This is an optimization exercise on Yosys and OpenROAD, whose aim is small area, not a production implementation. Function was checked by simulation only, so behaviour that the tests miss may differ from the original. Power is estimated from default activity; no workload was simulated.

Setup of job 5571:
==> module ks_lane_proc, before the edit <==
module ks_lane_proc #(
  parameter int OP_W       = 32,
  parameter int LWE_COEF_W = 10,
  parameter int CORR_W     = 16,
  parameter int DEPTH      = 6,
  parameter int HAS_LAST   = 1
) (
  input  logic                  clk,
  input  logic                  s_rst_n,
  input  logic                  flush_i,
  input  logic                  wr_i,
  input  logic [OP_W-1:0]       data_i,
  input  logic                  last_pbs_i,
  input  logic                  mg_i,
  output logic                  mg_last_o,
  input  logic                  rd_sel_i,
  input  logic                  rd_i,
  output logic [LWE_COEF_W-1:0] rd_coef_o,
  output logic [CORR_W-1:0]     rd_corr_o,
  output logic                  rd_last_o
);
  localparam int ERR_W = OP_W - LWE_COEF_W;
  localparam int PTR_W = $clog2(DEPTH);
  logic [LWE_COEF_W-1:0] coef_q [DEPTH];
  logic [CORR_W-1:0]     corr_q [DEPTH];
  logic [DEPTH-1:0]      last_q;
  logic [PTR_W-1:0]      wr_ptr;
  logic [PTR_W-1:0]      mg_ptr;
  logic [PTR_W-1:0]      rd_ptr;
  logic                  low_zero;
  logic                  round_up;
  logic [LWE_COEF_W-1:0] coef;
  logic [CORR_W-1:0]     corr;
  function automatic logic [PTR_W-1:0] ptr_next(input logic [PTR_W-1:0] ptr);
    if (DEPTH == 6 && PTR_W == 3) begin
      ptr_next = {ptr[1:0], ~ptr[2]};
    end else if (DEPTH == 7 && PTR_W == 3) begin
      ptr_next = {ptr[1:0], ptr[2] ^ ptr[1]};
    end else begin
      ptr_next = (ptr == PTR_W'(DEPTH - 1)) ? '0 : ptr + 1'b1;
    end
  endfunction
  function automatic logic [PTR_W-1:0] ptr_at(input int i);
    logic [PTR_W-1:0] p;
    p = (DEPTH == 7 && PTR_W == 3) ? PTR_W'(1) : '0;
    for (int k = 0; k < i; k++) p = ptr_next(p);
    ptr_at = p;
  endfunction
  localparam logic [PTR_W-1:0] PTR_FIRST = ptr_at(0);
  assign low_zero = (data_i[ERR_W-2:0] == '0);
  assign round_up = ~data_i[ERR_W-1] | low_zero;
  always_comb begin
    logic cy;
    cy = round_up;
    for (int i = 0; i < LWE_COEF_W; i++) begin
      coef[i] = ~data_i[ERR_W + i] ^ cy;
      cy      = cy & ~data_i[ERR_W + i];
    end
  end
  assign corr     = '0 - data_i[CORR_W-1:0];
  always_ff @(posedge clk) begin
    if (!s_rst_n || flush_i) begin
      wr_ptr <= PTR_FIRST;
      mg_ptr <= PTR_FIRST;
      rd_ptr <= PTR_FIRST;
    end else begin
      if (wr_i) wr_ptr <= ptr_next(wr_ptr);
      if (mg_i) mg_ptr <= ptr_next(mg_ptr);
      if (rd_i) rd_ptr <= ptr_next(rd_ptr);
    end
  end
  always_ff @(posedge clk) begin
    for (int i = 0; i < DEPTH; i++) begin
      if (wr_i && wr_ptr == ptr_at(i)) begin
        coef_q[i] <= coef;
        corr_q[i] <= corr;
      end
    end
  end
  if (HAS_LAST != 0) begin : gen_last
    always_ff @(posedge clk) begin
      for (int i = 0; i < DEPTH; i++) begin
        if (wr_i && wr_ptr == ptr_at(i)) begin
          last_q[i] <= last_pbs_i;
        end
      end
    end
    always_comb begin
      mg_last_o = 1'b0;
      rd_last_o = 1'b0;
      for (int i = 0; i < DEPTH; i++) begin
        if (mg_ptr == ptr_at(i)) mg_last_o = mg_last_o | last_q[i];
        if (rd_ptr == ptr_at(i)) rd_last_o = rd_last_o | last_q[i];
      end
    end
  end else begin : gen_no_last
    assign last_q    = '0;
    assign mg_last_o = 1'b0;
    assign rd_last_o = 1'b0;
  end
  always_comb begin
    rd_coef_o = '0;
    rd_corr_o = '0;
    for (int i = 0; i < DEPTH; i++) begin
      if (rd_sel_i && rd_ptr == ptr_at(i)) begin
        rd_coef_o = rd_coef_o | coef_q[i];
        rd_corr_o = rd_corr_o | corr_q[i];
      end
    end
  end
endmodule
clock: 5.0 ns
lec_check: 0
cap_margin: 0
core_margin: 2
core_utilization: 60
place_density: 0.7
slew_margin: 0
standard.sh (not shown) runs the stock make flow with config.mk's settings and CLKGATE_MAP_FILE= SYNTH_SCRIPT=/design/flow/synth_recipe.tcl, a recipe that flattens the netlist after the stock synthesis.
==> flow/flow/run.sh <==
#!/bin/bash
# The standard layout (standard.sh), with two changes:
#  - the port buffers are plain buf_1 cells
#  - clock tree synthesis adds no dummy loads
set -euo pipefail
export BUFFER_PORTS_ARGS="-buffer_cell sky130_fd_sc_hd__buf_1"
export CTS_ARGS="-sink_clustering_enable -repair_clock_nets -sink_clustering_size 20 -sink_clustering_max_diameter 65 -buf_list sky130_fd_sc_hd__clkbuf_8 -dont_use_dummy_load"
bash standard.sh > standard.log 2>&1
## Diff of input files: job 9368 against job 5571
--- a/flow/design.v
+++ b/flow/design.v
@@ -99,25 +99,12 @@
   logic                  low_zero;
   logic                  round_up;
   logic [LWE_COEF_W-1:0] coef;
   logic [CORR_W-1:0]     corr;
   function automatic logic [PTR_W-1:0] ptr_next(input logic [PTR_W-1:0] ptr);
-    if (DEPTH == 6 && PTR_W == 3) begin
-      ptr_next = {ptr[1:0], ~ptr[2]};
-    end else if (DEPTH == 7 && PTR_W == 3) begin
-      ptr_next = {ptr[1:0], ptr[2] ^ ptr[1]};
-    end else begin
-      ptr_next = (ptr == PTR_W'(DEPTH - 1)) ? '0 : ptr + 1'b1;
-    end
-  endfunction
-  function automatic logic [PTR_W-1:0] ptr_at(input int i);
-    logic [PTR_W-1:0] p;
-    p = (DEPTH == 7 && PTR_W == 3) ? PTR_W'(1) : '0;
-    for (int k = 0; k < i; k++) p = ptr_next(p);
-    ptr_at = p;
+    ptr_next = (ptr == PTR_W'(DEPTH - 1)) ? '0 : ptr + 1'b1;
   endfunction
-  localparam logic [PTR_W-1:0] PTR_FIRST = ptr_at(0);
   assign low_zero = (data_i[ERR_W-2:0] == '0);
   assign round_up = ~data_i[ERR_W-1] | low_zero;
   always_comb begin
     logic cy;
     cy = round_up;
@@ -127,53 +114,47 @@
     end
   end
   assign corr     = '0 - data_i[CORR_W-1:0];
   always_ff @(posedge clk) begin
     if (!s_rst_n || flush_i) begin
-      wr_ptr <= PTR_FIRST;
-      mg_ptr <= PTR_FIRST;
-      rd_ptr <= PTR_FIRST;
+      wr_ptr <= '0;
+      mg_ptr <= '0;
+      rd_ptr <= '0;
     end else begin
       if (wr_i) wr_ptr <= ptr_next(wr_ptr);
       if (mg_i) mg_ptr <= ptr_next(mg_ptr);
       if (rd_i) rd_ptr <= ptr_next(rd_ptr);
     end
   end
   always_ff @(posedge clk) begin
     for (int i = 0; i < DEPTH; i++) begin
-      if (wr_i && wr_ptr == ptr_at(i)) begin
+      if (wr_i && wr_ptr == PTR_W'(i)) begin
         coef_q[i] <= coef;
         corr_q[i] <= corr;
       end
     end
   end
   if (HAS_LAST != 0) begin : gen_last
     always_ff @(posedge clk) begin
       for (int i = 0; i < DEPTH; i++) begin
-        if (wr_i && wr_ptr == ptr_at(i)) begin
+        if (wr_i && wr_ptr == PTR_W'(i)) begin
           last_q[i] <= last_pbs_i;
         end
       end
     end
-    always_comb begin
-      mg_last_o = 1'b0;
-      rd_last_o = 1'b0;
-      for (int i = 0; i < DEPTH; i++) begin
-        if (mg_ptr == ptr_at(i)) mg_last_o = mg_last_o | last_q[i];
-        if (rd_ptr == ptr_at(i)) rd_last_o = rd_last_o | last_q[i];
-      end
-    end
+    assign mg_last_o = last_q[mg_ptr];
+    assign rd_last_o = last_q[rd_ptr];
   end else begin : gen_no_last
     assign last_q    = '0;
     assign mg_last_o = 1'b0;
     assign rd_last_o = 1'b0;
   end
   always_comb begin
     rd_coef_o = '0;
     rd_corr_o = '0;
     for (int i = 0; i < DEPTH; i++) begin
-      if (rd_sel_i && rd_ptr == ptr_at(i)) begin
+      if (rd_sel_i && rd_ptr == PTR_W'(i)) begin
         rd_coef_o = rd_coef_o | coef_q[i];
         rd_corr_o = rd_corr_o | corr_q[i];
       end
     end
   end
[summary]
Between job 5571 and job 9368, the flow reports routed wire length increasing by a few percent.
Changes observed in job 9368 relative to job 5571: die area has increased; met2 global-route usage has increased; minimum clock period has increased; global-route total usage across every layer has increased.
Going from job 5571 to job 9368, the total power was found to have gone up by 0.095 mW.
On relative area of clock buffers and inverters in the final design, job 5571 tracks job 9368 almost exactly.
Higher critical path depth was reported by job 9368, not job 5571.
Changes observed in job 9368 relative to job 5571: non-clock buffer count rose by 2.5%; cell area after synthesis rose 170 um^2; post-synthesis instance total saw an increase.
Re cell area: job 5571 was lower than job 9368.
Job 9368 vs job 5571 — synthesized net count rose 2.8%.

port drivers added, routing unchanged:
How much do the figures lean on ideal ports? The routed layouts below were timed once more, with nothing changed but the port constraints.
Step 1, drivers: a clkbuf_16 drives clk and a buf_2 each remaining input, both assumed.
Step 2 adds t to the input delays and takes it off the output delays; t is the mean of the earliest and latest rising clock arrival at the registers after step 1. Input paths then give back, and output paths get back, about the clock's delay inside the block.
a / b / c = ideal ports / drivers / drivers and shift; a / b = the first two.
run	t, ns	slack for setup (ns)	hold WS [ns]	worst setup path at the end	worst slew at a driven data input, ns
job 5571	0.644	0.899 / 0.850 / 0.595	0.325 / 0.325 / 0.325	input to register	0.06
job 9368	0.607	0.380 / 0.331 / 0.491	0.330 / 0.330 / 0.330	input to register	0.06
After both steps every run listed still meets setup and hold. For job 5571, which loses most, drivers alone change the setup slack by -0.049 ns; drivers and shift together by -0.304 ns.
